This is an optimization exercise on Yosys and OpenROAD, whose aim is small area, a short achievable clock period and few clock cycles, not a production implementation.
Function was checked by simulation only, so behaviour that the tests miss may differ from the original.
No activity file was given, so power comes from the tool's default toggle rates.

the baseline:
## cqt_decoder
module cqt_decoder
#(
    parameter int MAX_CTB_COLS = 64   
) (
    input  logic        clk,
    input  logic        rst_n,
    input  logic        cqt_start,
    input  cqt_pkg::ctb_col_t    ctb_x,
    input  cqt_pkg::ctb_row_t    ctb_y,
    input  cqt_pkg::pix_x_t      pic_width,
    input  cqt_pkg::pix_y_t      pic_height,
    output logic        bin_req,
    output cqt_pkg::ctx_addr_t   ctx_addr,
    input  logic        bin,
    input  logic        bin_vld,
    output logic        cu_valid,
    input  logic        cu_ready,
    output cqt_pkg::pix_x_t      cu_x,
    output cqt_pkg::pix_y_t      cu_y,
    output logic [2:0]  cu_log2_size,
    output logic        busy,
    output logic        ctb_done
);
For scale: about 1300 cells after synthesis, roughly 420 flip-flops, roughly 80 I/O pins, ~17000 µm² of cells after synthesis.
make LEC_CHECK=0 ABC_AREA=1 CAP_MARGIN=20 CORE_MARGIN=2 CORE_UTILIZATION=50 CTS_BUF_LIST=sky130_fd_sc_hd__clkbuf_16 CTS_CLUSTER_DIAMETER=80 CTS_CLUSTER_SIZE=30 SETUP_SLACK_MARGIN=3.6 SLEW_MARGIN=20 finish   # period 6.0 ns
run.sh (not shown) runs the stock make flow with config.mk's settings and CLKGATE_MAP_FILE= SYNTH_SCRIPT=/design/flow/synth_recipe.tcl, a recipe that flattens the netlist after the stock synthesis.
The baseline was carried through to the last stage, and its layout satisfied the timing, DRC and antenna checks.
Testbench counts of the baseline, summed over its fixed seeds: cycles 32,788.
Edits applied to the flow inputs when going from the baseline to the candidate:
- clearing CTS_CLUSTER_DIAMETER, which used to be 80
- clearing CTS_BUF_LIST, which used to be sky130_fd_sc_hd__clkbuf_16
- swapping 50 for 40 in CORE_UTILIZATION
- clearing CTS_CLUSTER_SIZE, which used to be 30
Results
In terms of final period utilization, the candidate and the baseline differ only marginally.
Of the candidate and the baseline, the higher clock share of power belongs to the candidate.
Per the comparison of the candidate with the baseline, routed length on met1 lost 190 µm, global routing met3 resource utilization rose by 0.73 points, post-layout worst setup margin -7.0 ps.
met1 track demand over resource in global routing was lower in the run labelled the candidate.
Non-clock buffer area fraction after layout delta for the candidate relative to the baseline: 0.25 points lower

========
== old ==
Another version of the RTL of cqt_decoder (not shown whole).
Size in the first run: ~80 I/O pins, ~16,000 sq um of cells after synthesis.
clock: 6.0 ns
lec_check: 0
abc_area: 1
cap_margin: 20
core_margin: 2
core_utilization: 50
cts_buf_list: sky130_fd_sc_hd__clkbuf_16
cts_cluster_diameter: 60
cts_cluster_size: 24
place_density: 0.7
setup_slack_margin: 3.6
slew_margin: 20
old finished every step from synthesis to the final layout, and the layout passed the timing, DRC and antenna checks.
Testbench counts of old, summed over its fixed seeds: cycles 32,788.
What new does differently from old at the input level:
Settings: a change of CTS_CLUSTER_SIZE from 24 to 30; a change of CORE_UTILIZATION from 50 to 55; a change of CTS_CLUSTER_DIAMETER from 60 to 80; a change of PLACE_DENSITY from 0.7 to 0.8.
==> comparison <==
- Sort new and old by non-filler instance count after layout, ascending, and new comes first.
- In new relative to old, total number of placement rows had gone down by a few percent.
- The run showing the smaller final design area excluding fillers is new.
- Going from old to new, proportion of cell area occupied by multi-input gates grows by 0.25 points.
- Max count of cell instances traversed by the critical path across new and old: new
- On fraction of met1 tracks used by global routing: between new and old, it ends up lower for old.
- Floorplan check, new vs old: die outline smaller in new
- Looking only at worst slew slack as a fraction of its limit, and setting everything else aside, the higher value of new and old goes to old.
- All-layer global routing usage was lower in old than in new.
- Changes observed in new relative to old: total via count in the routed design went up about 1.7%; instance area after placement moved down.

========
job 7029:
Starting RTL as in the previous note.
clock: 6.0 ns
lec_check: 0
abc_area: 1
cap_margin: 20
core_margin: 2
core_utilization: 50
cts_buf_list: sky130_fd_sc_hd__clkbuf_16
cts_cluster_diameter: 80
cts_cluster_size: 30
place_density: 0.7
setup_slack_margin: 3.65
slew_margin: 20
Job 7029 completed every stage of the flow, and the final layout passed the timing, DRC and antenna checks.
Testbench counts of job 7029, summed over its fixed seeds: cycles 32,788.
#### Input delta (job 8261 over job 7029)
Settings: changing SETUP_SLACK_MARGIN from 3.65 to 3.6; setting GPL_ROUTABILITY_DRIVEN to 0 for the first time.
Notes after the runs:
Job 7029 → job 8261: setup clock skew after layout fell 0.0096 ns, total detailed-routing wirelength fell 2.7%, sequential power about even, sequential share of layout area about even.
[inputs] job 1470 vs job 8261
Settings: GPL_ROUTABILITY_DRIVEN: 0 -> unset; ABC_AREA: 1 -> unset.
==> comparison <==
Job 1470 against job 8261: via count moved down; share of cells above drive strength 1 rose by 3.6 points; synthesized area did not really move.
The run showing the greater number of nets at the end of the flow is job 8261.
Delta (job 1470 minus job 8261): share of power burned in combinational logic down 2.6 points, hold slack now smaller.
--- input diff job 1470..job 6327 ---
Settings: an added ABC_AREA of 1; an added TNS_END_PERCENT of 20.
[summary]
Job 1470 and job 6327 ended up with nearly the same area taken by flip-flops and latches. [job 6327] portion of total power attributed to the clock network rose 0.4 points relative to job 1470. Of job 1470 and job 6327, the higher count of cells resized by post-cts repair belongs to job 1470. [diff] setup slack on the worst flop-to-flop path, job 6327 relative to job 1470: improvement. Note that the number of vias in the routed layout recorded for job 1470 amounts to 0.925 times the value seen in job 6327. Job 6327 vs job 1470, peak ir drop on the vdd network went down by 13%. Delta (job 6327 minus job 1470): worst hold slack across all endpoints climbed 0.012 ns; total power climbed 4.1%; global-route usage climbed 0.94 points. Sequential share of layout area: higher on job 1470.

========
cqt_decoder again, from the RTL that the note above started with.
==> flow/design.v (excerpt) <==
module cqt_decoder
#(
    parameter int MAX_CTB_COLS = 64   
) (
    input  logic        clk,
    input  logic        rst_n,
    input  logic        cqt_start,
    input  cqt_pkg::ctb_col_t    ctb_x,
    input  cqt_pkg::ctb_row_t    ctb_y,
    input  cqt_pkg::pix_x_t      pic_width,
    input  cqt_pkg::pix_y_t      pic_height,
    output logic        bin_req,
    output cqt_pkg::ctx_addr_t   ctx_addr,
    input  logic        bin,
    input  logic        bin_vld,
    output logic        cu_valid,
    input  logic        cu_ready,
    output cqt_pkg::pix_x_t      cu_x,
    output cqt_pkg::pix_y_t      cu_y,
    output logic [2:0]  cu_log2_size,
    output logic        busy,
    output logic        ctb_done
);
==> flow/config.mk <==
export PLATFORM = sky130hd
export DESIGN_NAME = cqt_decoder
export DESIGN_NICKNAME = cqt_decoder
export VERILOG_FILES = /design/flow/design.v
export SDC_FILE = /design/flow/constraint.sdc
export NUM_CORES = 4
export LEC_CHECK = 0
export ABC_AREA = 1
export CAP_MARGIN = 20
export CORE_MARGIN = 2
export CORE_UTILIZATION = 50
export CTS_BUF_LIST = sky130_fd_sc_hd__clkbuf_16
export CTS_CLUSTER_DIAMETER = 80
export CTS_CLUSTER_SIZE = 30
export PLACE_DENSITY = 0.7
export SETUP_SLACK_MARGIN = 3.6
export SLEW_MARGIN = 20
export TNS_END_PERCENT = 5
==> flow/constraint.sdc <==
create_clock -name core_clock -period 6.0 [get_ports {clk}]
set_input_delay 1.2000 -clock core_clock [delete_from_list [all_inputs] [get_ports {clk}]]
set_output_delay 1.2000 -clock core_clock [all_outputs]
set_load 0.01 [all_outputs]
Testbench counts at the start, summed over its fixed seeds: cycles 32,788.
Next try:
Settings changed: TNS_END_PERCENT 5 to not set.
Result: The new run completed with no timing, DRC or antenna violations; worst setup slack gains 0.27 ns; die area does not change; routed wire length went up by 1.9%; global-route usage went up by 0.86 points; clock-buffer cell count stays the same; final cell count went down by 0.69%; area after synthesis is unchanged.
Next try:
Settings changed: SETUP_SLACK_MARGIN 3.6 to 3.55.
=> Sequential cell count stays the same; sequential share of layout area barely changes; cell count went up by about 0.5%; cell area stays flat; synthesized cell count does not change; total power barely changes; clock skew is higher by 0.0058 ns.

-- port drivers added, routing unchanged --
The results above use ideal ports. As a check the final layouts listed here were re-extracted and re-timed, cells and wires unchanged.
Step 1: set_driving_cell puts a clkbuf_16 on clk and a buf_2 on each other input, an assumption about the parent block.
Step 2 also shifts input and output timing later by t, the mid clock arrival at the registers, as if the neighbouring blocks saw the same clock.
Slacks: ideal / step 1 / step 2; pairs: ideal / step 1.
run	shift t [ns]	setup slack, ns	worst setup path at the end	pins driven straight from the clock port
the baseline	0.581	3.615 / 3.600 / 3.065	input to register	1
the candidate	0.613	3.608 / 3.599 / 3.010	input to register	1
old	0.621	3.639 / 3.589 / 3.053	input to register	1
new	0.583	3.590 / 3.598 / 3.031	input to register	1
job 7029	0.591	3.592 / 3.576 / 2.985	input to register	1
job 8261	0.581	3.549 / 3.564 / 2.998	input to register	1
job 1470	0.584	3.091 / 3.091 / 2.803	input to register	1
job 6327	0.582	3.397 / 3.350 / 3.007	input to register	1
the first run of note 4	0.583	3.358 / 3.310 / 2.900	input to register	1
the second run of note 4	0.589	3.629 / 3.579 / 3.042	input to register	1
the third run of note 4	0.583	3.552 / 3.547 / 2.964	input to register	1
After both steps setup and hold are still met in every run listed. The setup slack of job 7029, which loses most, moves by -0.016 ns with the drivers and by -0.607 ns with both steps.
